This design comes from an exercise in tuning for small area on the open sky130 flow, not from production work. Function was checked by simulation only, so behaviour that the tests miss may differ from the original. Power figures rest on the tool's default switching activity, not on a simulated workload.

**flow/config.mk**
```make
export PLATFORM = sky130hd
export DESIGN_NAME = regfile_2r1w_dbg
export DESIGN_NICKNAME = regfile_2r1w_dbg
export VERILOG_FILES = /design/flow/design.v
export SDC_FILE = /design/flow/constraint.sdc
export NUM_CORES = 8
export LEC_CHECK = 0
export CAP_MARGIN = 20
export CORE_MARGIN = 2
export CORE_UTILIZATION = 30
export SETUP_SLACK_MARGIN = 0.3
export SLEW_MARGIN = 20
```
**flow/constraint.sdc**
```tcl
create_clock -name core_clock -period 7.0 [get_ports {clk}]
set_input_delay 1.4000 -clock core_clock [delete_from_list [all_inputs] [get_ports {clk}]]
set_output_delay 1.4000 -clock core_clock [all_outputs]
set_load 0.01 [all_outputs]
```
**flow/design.v**
```verilog
module regfile_2r1w_dbg #(
  parameter int unsigned DATA_W = 32,
  parameter int unsigned CNT_W  = 16
) (
  input  logic              clk,
  input  logic              rst_n,
  input  logic              we,
  input  logic [4:0]        waddr,
  input  logic [DATA_W-1:0] wdata,
  input  logic [4:0]        raddr1,
  input  logic [4:0]        raddr2,
  output logic [DATA_W-1:0] rdata1,
  output logic [DATA_W-1:0] rdata2,
  input  logic              dbg_step,
  output logic [4:0]        dbg_idx,
  output logic [DATA_W-1:0] dbg_data,
  output logic [CNT_W-1:0]  wr_cnt
);
  localparam int unsigned AW    = 5;
  localparam int unsigned NREGS = 32;
  logic [DATA_W-1:0] regs_q [NREGS];
  logic [DATA_W-1:0] regs_d [NREGS];
  logic              step_q;
  logic              step_d;
  logic [AW-1:0]     dbg_idx_q;
  logic [AW-1:0]     dbg_idx_d;
  logic [CNT_W-1:0]  wr_cnt_q;
  logic [CNT_W-1:0]  wr_cnt_d;
  logic              wr_en_c;
  logic              step_rise_c;
  assign wr_en_c     = we && (waddr != '0);
  assign step_rise_c = dbg_step && !step_q;
  always_comb begin
    for (int i = 0; i < NREGS; i++) begin
      regs_d[i] = regs_q[i];
      if (wr_en_c && (waddr == AW'(i))) begin
        regs_d[i] = wdata;
      end
    end
    regs_d[0] = '0;
  end
  always_comb begin
    step_d    = dbg_step;
    dbg_idx_d = dbg_idx_q + AW'(step_rise_c);
  end
  always_comb begin
    wr_cnt_d = wr_cnt_q;
    if (wr_en_c && (wr_cnt_q != '1)) begin
      wr_cnt_d = wr_cnt_q + CNT_W'(1);
    end
  end
  always_ff @(posedge clk or negedge rst_n) begin
    if (!rst_n) begin
      for (int i = 0; i < NREGS; i++) begin
        regs_q[i] <= '0;
      end
      step_q    <= 1'b0;
      dbg_idx_q <= '0;
      wr_cnt_q  <= '0;
    end else begin
      for (int i = 0; i < NREGS; i++) begin
        regs_q[i] <= regs_d[i];
      end
      step_q    <= step_d;
      dbg_idx_q <= dbg_idx_d;
      wr_cnt_q  <= wr_cnt_d;
    end
  end
  always_comb begin
    rdata1 = regs_q[raddr1];
    if (raddr1 == '0) begin
      rdata1 = '0;
    end else if (wr_en_c && (waddr == raddr1)) begin
      rdata1 = wdata;
    end
  end
  always_comb begin
    rdata2 = regs_q[raddr2];
    if (raddr2 == '0) begin
      rdata2 = '0;
    end else if (wr_en_c && (waddr == raddr2)) begin
      rdata2 = wdata;
    end
  end
  assign dbg_data = regs_q[dbg_idx_q];
  assign dbg_idx  = dbg_idx_q;
  assign wr_cnt   = wr_cnt_q;
endmodule
```
**flow/run.sh**
```bash
#!/bin/bash
# synth_recipe.tcl (not shown) runs the flow's synth.tcl, then flattens the netlist and writes it again
# the make line also repeats each setting of config.mk as NAME=value (left out here)
make -C /OpenROAD-flow-scripts/flow DESIGN_CONFIG=/design/flow/config.mk WORK_HOME=/design/flow/orfs CLKGATE_MAP_FILE= SYNTH_SCRIPT=/design/flow/synth_recipe.tcl finish
```
==> impl_metrics.toml, run 1 <==
[status]
status = "timing/DRC/antenna clean"

[clock_network]
clkTransAtPathRegs_ns = 0.05
cts_buffer_depth = 3
cts_htree_levels = 3
cts_tree = "built"
numCtsBuffers = 119
root_buffer = "clkbuf_16"
clkLatencyLatePin_ns = 0.79
cts_sinks = 1014

[synth]
synth-xor-area-share = 0.00421
ys_seq_elements = 1014
synth_edf_count = 0
synth_mux_area_frac = 0.193
netlist_area_mm2 = 0.0582
synth_seq_area_share = 0.436
synth-simple-area-share = 0.132
synth_ff_type = "dfrtp_1"
synth_top_family_by_area = "multiplexers"
yosys-top-cells-count = "a22oi_1 (1031), dfrtp_1 (1014), mux2_2 (974), and3_1 (364), clkbuf_1 (312)"
synthArstFlopShare = 1.00
yosysMostFrequentCell = "a22oi_1"
synth-compound-area-share = 0.190
synth.avg_cell_area_um2 = 10.6
yosys.area.top_type = "dfrtp_1"
synth_warnings = 3
synth_adder_area_share = 0.000645
synth_cell_types = 84
yosysTopAreaCellShare = 0.436
syn_inst = 5507
ys_top_cells_by_area = "dfrtp_1 (44%), mux2_2 (19%), a22oi_1 (13%)"

[worst_setup_path]
critical_path_class = "input port to primary output"
crit_path_max_incr_delay_ns = 0.70
worstSetupEndpointType = "primary output"
cp_slowest_cell = "nor4_2"
start_kind = "input port"
crit_top_cell = "buf_4"
arrival_ns = 5.39
worstPathCellList = "buf_2 -> buf_4 -> and3b_2 -> and3_1 -> a2111oi_1 -> nand4_1 -> nor4_2 -> buf_4 -> o21ai_1 -> clkdlybuf4s50_1"
worstPathMaxFanout = 19
required_ns = 5.60

[placed_design]
dpl-instance-area_mm2 = 0.0656
port_buffers = 167
gp_congestion = 1.06
hpwl_um = 290000

[timing]
fmax_mhz = 147
fin_tns_setup_ns = 0
finClkSkew_ns = 0.00708
whs_ns = 0.498
min_period_ns = 6.79
timing.final.crit_share = 0.970
maxSlewViolCount = 0
rsz0062_at_grt = "false"
worstMarginPinSlew_ns = 1.34
setup_viol = 0
hold_viol = 0
worst_slew_margin_rel = 0.106

[route]
ant_nets = 0
num_vias = 64100
drtIter0Drc = 13700
dr.pass1.iters = 17
totalWireLength_um = 448000
viasPerCell = 7.63
routedWlPerCell_um = 53.3
drcViolationCount = 0

[finish]
area_delta_synth_final_pct = 20.6
drive_above_1_share = 0.319
fill_cells = 19200
fin_nets = 5747
final_area_mm2 = 0.0702

[global_route]
grt_max_degree = 166
antenna_found_initial = 84
grt_pass1_wl_um = 580000
grt_pass1_vias = 58800
grt_overflow_total = 0
grtUsageTotal = 0.438

[floorplanning]
die_w_um = 444
core_mm2 = 0.193
dieHeight_um = 444
std_cell_rows = 161
ios = 168
die-area_mm2 = 0.198
initial_core_util = 0.302

[power_and_ir_drop]
p_leak_nw = 30.3
vdd_drop_max_uv = 224
powerDensity_mw_per_mm2 = 313

[job]
maxCapViolCount = 0

[hold_path]
hold_class = "register to register"
worst max-delay path: cells and delay by family:
kind / cells / cell delay [ns]
AO/OA/AOI/OAI: 2 / 0.58
buffers and inverters: 4 / 1.53
AND/OR/NAND/NOR: 4 / 1.85
path summary, 6_finish.rpt:
path	from	endpoint	slack, ns	cells past startpoint
max in group asynchronous	rst_n	wr_cnt_q[2]	4.81	2
min reg2reg	wr_cnt_q[12]	wr_cnt_q[12]	0.50	1
max reg2reg	wr_cnt_q[3]	wr_cnt_q[12]	4.62	6
min in group asynchronous	rst_n	regs_q[9][13]	0.61	1
min	wr_cnt_q[12]	wr_cnt_q[12]	0.50	1
max	raddr1[3]	rdata1[24]	0.21	10
layout make-up:
class                      instances  area (um^2)  area share
timing repair buffer             632         5910      0.0842
clock buffer                     164         3460      0.0493
tap                             2526         3160      0.0450
sequential                      1014        25400       0.362
clock inverter                    58          840      0.0120
antenna                           77          193     0.00275
inverter                          14         52.6    0.000749
multi-input combinational       3912        31200       0.444
cell families after synthesis:
logic type	count (synthesis)
AOI/OAI and AO/OA	1485
and+or+nand+nor	1395
DFF	1014
muxes	1001
buffers and inverters	581
xor gates and xnor gates	28
adders and majority gates	3
layer usage:
metal | GRT usage | vias to the layer above | part of all wire
li1 | - | 22000 | -
met3 | 0.200 | 2561 | 0.15
met2 | 0.584 | 7145 | 0.39
met1 | 0.532 | 32300 | 0.36
met5 | 0.00513 | - | 0.00065
met4 | 0.365 | 38 | 0.10
report_power, final:
group	switching (W)	leakage [nW]	internal, W
logic	0.00370	15.2	0.00226
clock network	0.00292	2.09	0.00412
registers	0.00197	13.0	0.00701
total	0.00858	30.3	0.0134
flip-flops by register name, indices dropped and copies added (netlist names):
signal     cells
wr_cnt_q      16
step_q         1
dbg_idx_q      5
regs_q       992
stage by stage:
step / instances / utilization / power (W) / setup WS, ns
floorplan: 5507 / - / 0.0106 / 2.54
global placement: 8077 / 0.340 / 0.0144 / 0.103
detailed placement: 8082 / 0.340 / 0.0145 / 0.0424
CTS: 8307 / 0.363 / 0.0214 / 0.253
global route: 8328 / 0.364 / 0.0222 / 0.311
finish: 8397 / 0.364 / 0.0220 / 0.207
cell usage in the layout (no fill, tap or decap), types with 11 or more instances in the layout:
| cell type | netlist | routed |
|---|---|---|
| mux2_1 | 11 | 11 |
| nor2_4 | 3 | 99 |
| and3_1 | 364 | 361 |
| a222oi_1 | 26 | 26 |
| clkinv_2 | 0 | 13 |
| clkdlybuf4s50_1 | 0 | 141 |
| clkbuf_8 | 0 | 25 |
| a21oi_1 | 59 | 59 |
| nand2b_1 | 15 | 15 |
| o21ai_0 | 89 | 89 |
| clkbuf_1 | 312 | 17 |
| a22o_1 | 17 | 17 |
| or3_1 | 11 | 11 |
| nor4_1 | 74 | 70 |
| diode_2 | 0 | 77 |
| nand2_2 | 1 | 13 |
| buf_2 | 186 | 24 |
| o21ai_1 | 41 | 41 |
| a22oi_1 | 1031 | 1031 |
| xnor2_1 | 20 | 20 |
| nor2b_1 | 16 | 12 |
| buf_4 | 20 | 400 |
| a2111oi_0 | 115 | 115 |
| nand4_1 | 167 | 167 |
| inv_1 | 14 | 14 |
| nand2_1 | 297 | 285 |
| nor2_1 | 117 | 36 |
| a31oi_1 | 13 | 13 |
| clkbuf_16 | 0 | 122 |
| mux2i_1 | 16 | 16 |
| mux2_2 | 974 | 974 |
| bufinv_16 | 0 | 18 |
| nand3_1 | 159 | 158 |
| a221oi_1 | 29 | 29 |
| and4_1 | 12 | 12 |
| dfrtp_1 | 1014 | 1014 |
| nor3_1 | 44 | 37 |
| nand3b_1 | 12 | 12 |
| buf_12 | 0 | 59 |
repair_timing:
item | in CTS | in global routing
pin swaps | 1 | 3
hold buffers | 0 | 0
buffers inserted | 3 | 10
endpoints found under the setup margin | 2 | 3
resized for setup | 1 | 2
==> run 2: changes to the inputs <==
==> flow/design.v (replaced) <==
module rf_ao22 (
  input  logic a1, a2, b1, b2,
  output logic y
);
  assign y = (a1 & a2) | (b1 & b2);
endmodule
module rf_aoi222 (
  input  logic a1, a2, b1, b2, c1, c2,
  output logic y
);
  assign y = ~((a1 & a2) | (b1 & b2) | (c1 & c2));
endmodule
module rf_aoi22 (
  input  logic a1, a2, b1, b2,
  output logic y
);
  assign y = ~((a1 & a2) | (b1 & b2));
endmodule
module rf_or11n (
  input  logic [10:0] n,
  output logic        y
);
  assign y = ~(&n);
endmodule
module rf_rdbit (
  input  logic [31:0] sel,
  input  logic [31:0] d,
  output logic        y
);
  logic [10:0] n;
  for (genvar k = 0; k < 10; k++) begin : g_t
    rf_aoi222 u_t (
      .a1(sel[3*k]),   .a2(d[3*k]),
      .b1(sel[3*k+1]), .b2(d[3*k+1]),
      .c1(sel[3*k+2]), .c2(d[3*k+2]),
      .y(n[k])
    );
  end
  rf_aoi22 u_t10 (.a1(sel[30]), .a2(d[30]), .b1(sel[31]), .b2(d[31]), .y(n[10]));
  rf_or11n u_or (.n(n), .y(y));
endmodule
module regfile_2r1w_dbg #(
  parameter int unsigned DATA_W = 32,
  parameter int unsigned CNT_W  = 16
) (
  input  logic              clk,
  input  logic              rst_n,
  input  logic              we,
  input  logic [4:0]        waddr,
  input  logic [DATA_W-1:0] wdata,
  input  logic [4:0]        raddr1,
  input  logic [4:0]        raddr2,
  output logic [DATA_W-1:0] rdata1,
  output logic [DATA_W-1:0] rdata2,
  input  logic              dbg_step,
  output logic [4:0]        dbg_idx,
  output logic [DATA_W-1:0] dbg_data,
  output logic [CNT_W-1:0]  wr_cnt
);
  localparam int unsigned AW    = 5;
  localparam int unsigned NREGS = 32;
  logic [DATA_W-1:0] data_q [NREGS];
  logic [DATA_W-1:0] data_d [NREGS];
  logic [NREGS-1:0]  valid_q;
  logic              step_q;
  logic [AW-1:0]     dbg_idx_q;
  logic [CNT_W-1:0]  wr_cnt_q;
  logic              wr_en_c;
  logic [NREGS-1:0]  wsel_c;
  logic [NREGS-1:0]  wseln_c;
  logic [NREGS-1:0]  r1sel_c;
  logic [NREGS-1:0]  r2sel_c;
  logic [NREGS-1:0]  dsel_c;
  logic              byp1_c;
  logic              byp2_c;
  assign wr_en_c = we && (waddr != '0);
  always_comb begin
    for (int i = 0; i < NREGS; i++) begin
      wsel_c[i]  = we && (waddr == AW'(i)) && (i != 0);
      wseln_c[i] = !wsel_c[i];
    end
  end
  for (genvar i = 1; i < NREGS; i++) begin : g_reg
    for (genvar b = 0; b < DATA_W; b++) begin : g_bit
      rf_ao22 u_hold (
        .a1(wsel_c[i]),  .a2(wdata[b]),
        .b1(wseln_c[i]), .b2(data_q[i][b]),
        .y(data_d[i][b])
      );
    end
    always_ff @(posedge clk) begin
      data_q[i] <= data_d[i];
    end
  end
  assign data_q[0] = '0;
  always_ff @(posedge clk or negedge rst_n) begin
    if (!rst_n) begin
      valid_q <= '0;
    end else begin
      valid_q <= valid_q | wsel_c;
    end
  end
  always_ff @(posedge clk or negedge rst_n) begin
    if (!rst_n) begin
      step_q    <= 1'b0;
      dbg_idx_q <= '0;
      wr_cnt_q  <= '0;
    end else begin
      step_q    <= dbg_step;
      dbg_idx_q <= dbg_idx_q + AW'(dbg_step && !step_q);
      if (wr_en_c && (wr_cnt_q != '1)) begin
        wr_cnt_q <= wr_cnt_q + CNT_W'(1);
      end
    end
  end
  assign byp1_c = we && (waddr == raddr1) && (raddr1 != '0);
  assign byp2_c = we && (waddr == raddr2) && (raddr2 != '0);
  always_comb begin
    r1sel_c[0] = byp1_c;
    r2sel_c[0] = byp2_c;
    dsel_c[0]  = 1'b0;
    for (int i = 1; i < NREGS; i++) begin
      r1sel_c[i] = (raddr1 == AW'(i)) && valid_q[i] && !byp1_c;
      r2sel_c[i] = (raddr2 == AW'(i)) && valid_q[i] && !byp2_c;
      dsel_c[i]  = (dbg_idx_q == AW'(i)) && valid_q[i];
    end
  end
  for (genvar b = 0; b < DATA_W; b++) begin : g_rd
    logic [NREGS-1:0] col;
    logic [NREGS-1:0] dcol;
    always_comb begin
      col[0]  = wdata[b];
      dcol[0] = 1'b0;
      for (int i = 1; i < NREGS; i++) begin
        col[i]  = data_q[i][b];
        dcol[i] = data_q[i][b];
      end
    end
    rf_rdbit u_r1 (.sel(r1sel_c), .d(col),  .y(rdata1[b]));
    rf_rdbit u_r2 (.sel(r2sel_c), .d(col),  .y(rdata2[b]));
    rf_rdbit u_dbg (.sel(dsel_c), .d(dcol), .y(dbg_data[b]));
  end
  assign dbg_idx = dbg_idx_q;
  assign wr_cnt  = wr_cnt_q;
endmodule
--- a/flow/config.mk
+++ b/flow/config.mk
@@ -8,5 +8,7 @@
 export CAP_MARGIN = 20
 export CORE_MARGIN = 2
-export CORE_UTILIZATION = 30
+export CORE_UTILIZATION = 50
 export SETUP_SLACK_MARGIN = 0.3
 export SLEW_MARGIN = 20
+export SYNTH_HIERARCHICAL = 1
+export SYNTH_MINIMUM_KEEP_SIZE = 0
==> impl_metrics.toml, run 2 <==
[synth]
synth_top_family_by_area = "compound AO/OA/AOI/OAI gates"
ys_top_cells_by_area = "dfxtp_1 (44%), a222oi_1 (21%), a22o_1 (19%)"
netlist_area_mm2 = 0.0452
synth_adder_area_share = 0.000830
ys_seq_elements = 1045
synth.avg_cell_area_um2 = 11.7
synth_edf_count = 0
synth_cell_types = 41
synth_mux_area_frac = 0.000664
synth_ff_type = "dfxtp_1"
synth_seq_area_share = 0.469
yosys-top-cells-count = "a22o_1 (992), dfxtp_1 (992), a222oi_1 (960), nand4_1 (198), nand3_1 (137)"
syn_inst = 3879
synth-compound-area-share = 0.433
synthArstFlopShare = 0.0507
synth-xor-area-share = 0.00484
yosys.area.top_type = "dfxtp_1"
yosysTopAreaCellShare = 0.439
synth-simple-area-share = 0.0874
synth_warnings = 12

[floorplanning]
std_cell_rows = 110
die_w_um = 305
ios = 168
dieHeight_um = 305
initial_core_util = 0.503
die-area_mm2 = 0.0928
core_mm2 = 0.0899

[clock_network]
root_buffer = "clkbuf_16"
cts_htree_levels = 3
numCtsBuffers = 112
clkLatencyLatePin_ns = 0.70
cts_sinks = 1045
cts_tree = "built"
clkTransAtPathRegs_ns = 0.06
cts_buffer_depth = 3
hold_buffers = 0

[worst_setup_path]
rr_endpoint = "wr_cnt_q[1]"
required_ns = 5.60
r2r_slack_ns = 4.98
crit_start = "raddr1[4]"
arrival_ns = 5.53
start_kind = "input port"
worstSetupEndpointType = "primary output"
critical_path_class = "input port to primary output"
worstPathMaxFanout = 18
r2r-start = "wr_cnt_q[0]"
crit_end = "rdata1[14]"
rr_worst_depth = 5

[global_route]
grt_pass1_vias = 48000
grt_max_degree = 54
grt_pass1_wl_um = 359000
antenna_found_initial = 18
grtUsageTotal = 0.534
grt_overflow_total = 0

[route]
totalWireLength_um = 261000
routed.top_layer = "met5"
viasPerCell = 9.07
num_vias = 51700
routedWlPerCell_um = 45.8
wl_met3_um = 48700
dr.pass1.iters = 28
drt-met1-wl_um = 86600
drcViolationCount = 0
dr_wl_met2_um = 96200
ant_nets = 0
drtIter0Drc = 15400

[timing]
timing.final.crit_share = 0.990
min_period_ns = 6.93
hold_viol = 0
worst_slew_margin_rel = -0.0594
worstMarginPinSlew_ns = 1.59
finClkSkew_ns = 0.00652
fmax_mhz = 144
setup_viol = 0
finalWorstSetupSlack_ns = 0.0730
maxSlewViolCount = 14
rsz0062_at_grt = "true"
whs_ns = 0.516

[power_and_ir_drop]
powerDensity_mw_per_mm2 = 331
vdd_drop_max_uv = 214
p_leak_nw = 21.6

[finish]
largest_register_ffs = 992
reg_top3 = "data_q x992, valid_q x31, wr_cnt_q x16"
final_cell_mix = "a22o_1 (992), dfxtp_1 (992), a222oi_1 (960)"
fin_nets = 4474
final_area_mm2 = 0.0549
drive_above_1_share = 0.140
top_register = "data_q"
area_delta_synth_final_pct = 21.4

[job]
maxCapViolCount = 1

[placed_design]
hpwl_um = 149000
place_ws_ns = -0.00933
gp_congestion = 1.01
port_buffers = 167
dpl-instance-area_mm2 = 0.0508

[hold_path]
whs_path_depth = 1
hold_class = "register to register"

[status]
status = "finished with violations"
so_faults = "capacitance limit, slew limit"
==> run 2: how the worst min path moves through the flow <==
| stage | startpoint | end | slack (ns) |
|---|---|---|---|
| 2_1_floorplan | valid_q[10] | valid_q[10] | 0.45 |
| 3_3_place_gp | wr_cnt_q[15] | wr_cnt_q[15] | 0.49 |
| 3_5_place_dp | valid_q[4] | valid_q[4] | 0.49 |
| 4_1_cts | valid_q[2] | valid_q[2] | 0.51 |
| 5_1_grt | data_q[22][6] | data_q[22][6] | 0.53 |
| 6_report | wr_cnt_q[0] | wr_cnt_q[0] | 0.52 |
==> run 2: critical path, cell delays in order <==
cell and delay (ns):
clkdlybuf4s50_1 0.49, buf_4 0.25, nand3_1 0.44, nor2_2 1.36
a222oi_1 0.36, nand4_1 0.27, or3_1 0.34, clkdlybuf4s50_1 0.61
==> run 2: final cells by class <==
cell class	instances	area [um^2]
repair buffers	382	3680
multi-input cells	2848	24600
inverters	31	116
diodes	16	40.0
flip-flops and latches	1045	21200
well taps	1176	1470
fillers	7499	35000
clock inverters	32	495
clock buffers	171	3340
==> run 2: metal layers <==
| layer | global-route usage | vias to the layer above |
|---|---|---|
| li1 | - | 19600 |
| met1 | 0.644 | 24500 |
| met2 | 0.700 | 5892 |
| met3 | 0.277 | 1618 |
| met4 | 0.422 | 23 |
| met5 | 0.0413 | - |
==> run 2: cells by family (layout without fill, tap and decap cells) <==
kind of cell / count (synthesis) / in the layout
buffers and inverters: 50 / 616
multiplexers: 2 / 2
AO/OA/AOI/OAI: 2058 / 2058
adder cells (fa/ha/maj): 3 / 3
AND/OR/NAND/NOR: 695 / 696
flip-flops: 1045 / 1045
other: 1 / 80
XOR/XNOR: 25 / 25
==> run 2: Yosys stat by module, one instance, submodules excluded, a selection <==
module	flip-flops and latches	cells inside	cell area, um^2
rf_aoi222	0	1	10.0
rf_aoi22	0	1	12.5
rf_or11n	0	4	23.8
regfile_2r1w_dbg	1045	1447	23400
rf_ao22	0	1	8.76
==> run 2: what timing repair did <==
action	in CTS	in global routing
pin swaps	3	17
resized for setup	2	19
cloned	0	1
buffers inserted	2	3
setup endpoints to repair	29	58
endpoints found under the hold margin	0	0
==> run 2: per-stage QoR <==
step	instances	power, W	TNS [ns]	utilization
after CTS	5678	0.0178	0	0.609
after detailed placement	5473	0.0117	-0.00933	0.566
after global routing	5689	0.0186	0	0.610
after floorplan	3942	0.00991	0	-
final	5701	0.0182	0	0.611
after global placement	5472	0.0116	0	0.565
==> run 2: power by group <==
part           switching [W]  internal [W]  leakage [nW]
sequential           0.00139       0.00716          8.89
clock                0.00259       0.00371          1.87
combinational        0.00178       0.00154          10.9
total                0.00576        0.0124          21.6

==> static timing again, ports no longer ideal <==
The flow's constraints put no driver on any port. The routed layouts listed below were extracted and timed again, unchanged, in two steps.
Step 1: set_driving_cell puts a clkbuf_16 on clk and a buf_2 on each other input, an assumption about the parent block.
Step 2 also shifts input and output timing later by t, the mid clock arrival at the registers, as if the neighbouring blocks saw the same clock.
Three values: no drivers, after step 1, after step 2; two values: the first two.
| run | t, ns | setup WS [ns] | worst setup path after step 2 | worst register clock-pin slew, ns | cell pins on the clock port's net |
|---|---|---|---|---|---|
| run 1 | 0.911 | 0.207 / 0.092 / 0.092 | input to output | 0.07 / 0.07 | 1 |
| run 2 | 0.795 | 0.073 / -0.045 / -0.045 | input to output | 0.07 / 0.07 | 1 |
The setup slack of run 2, which loses most, moves by -0.118 ns with the drivers and by -0.118 ns with both steps.
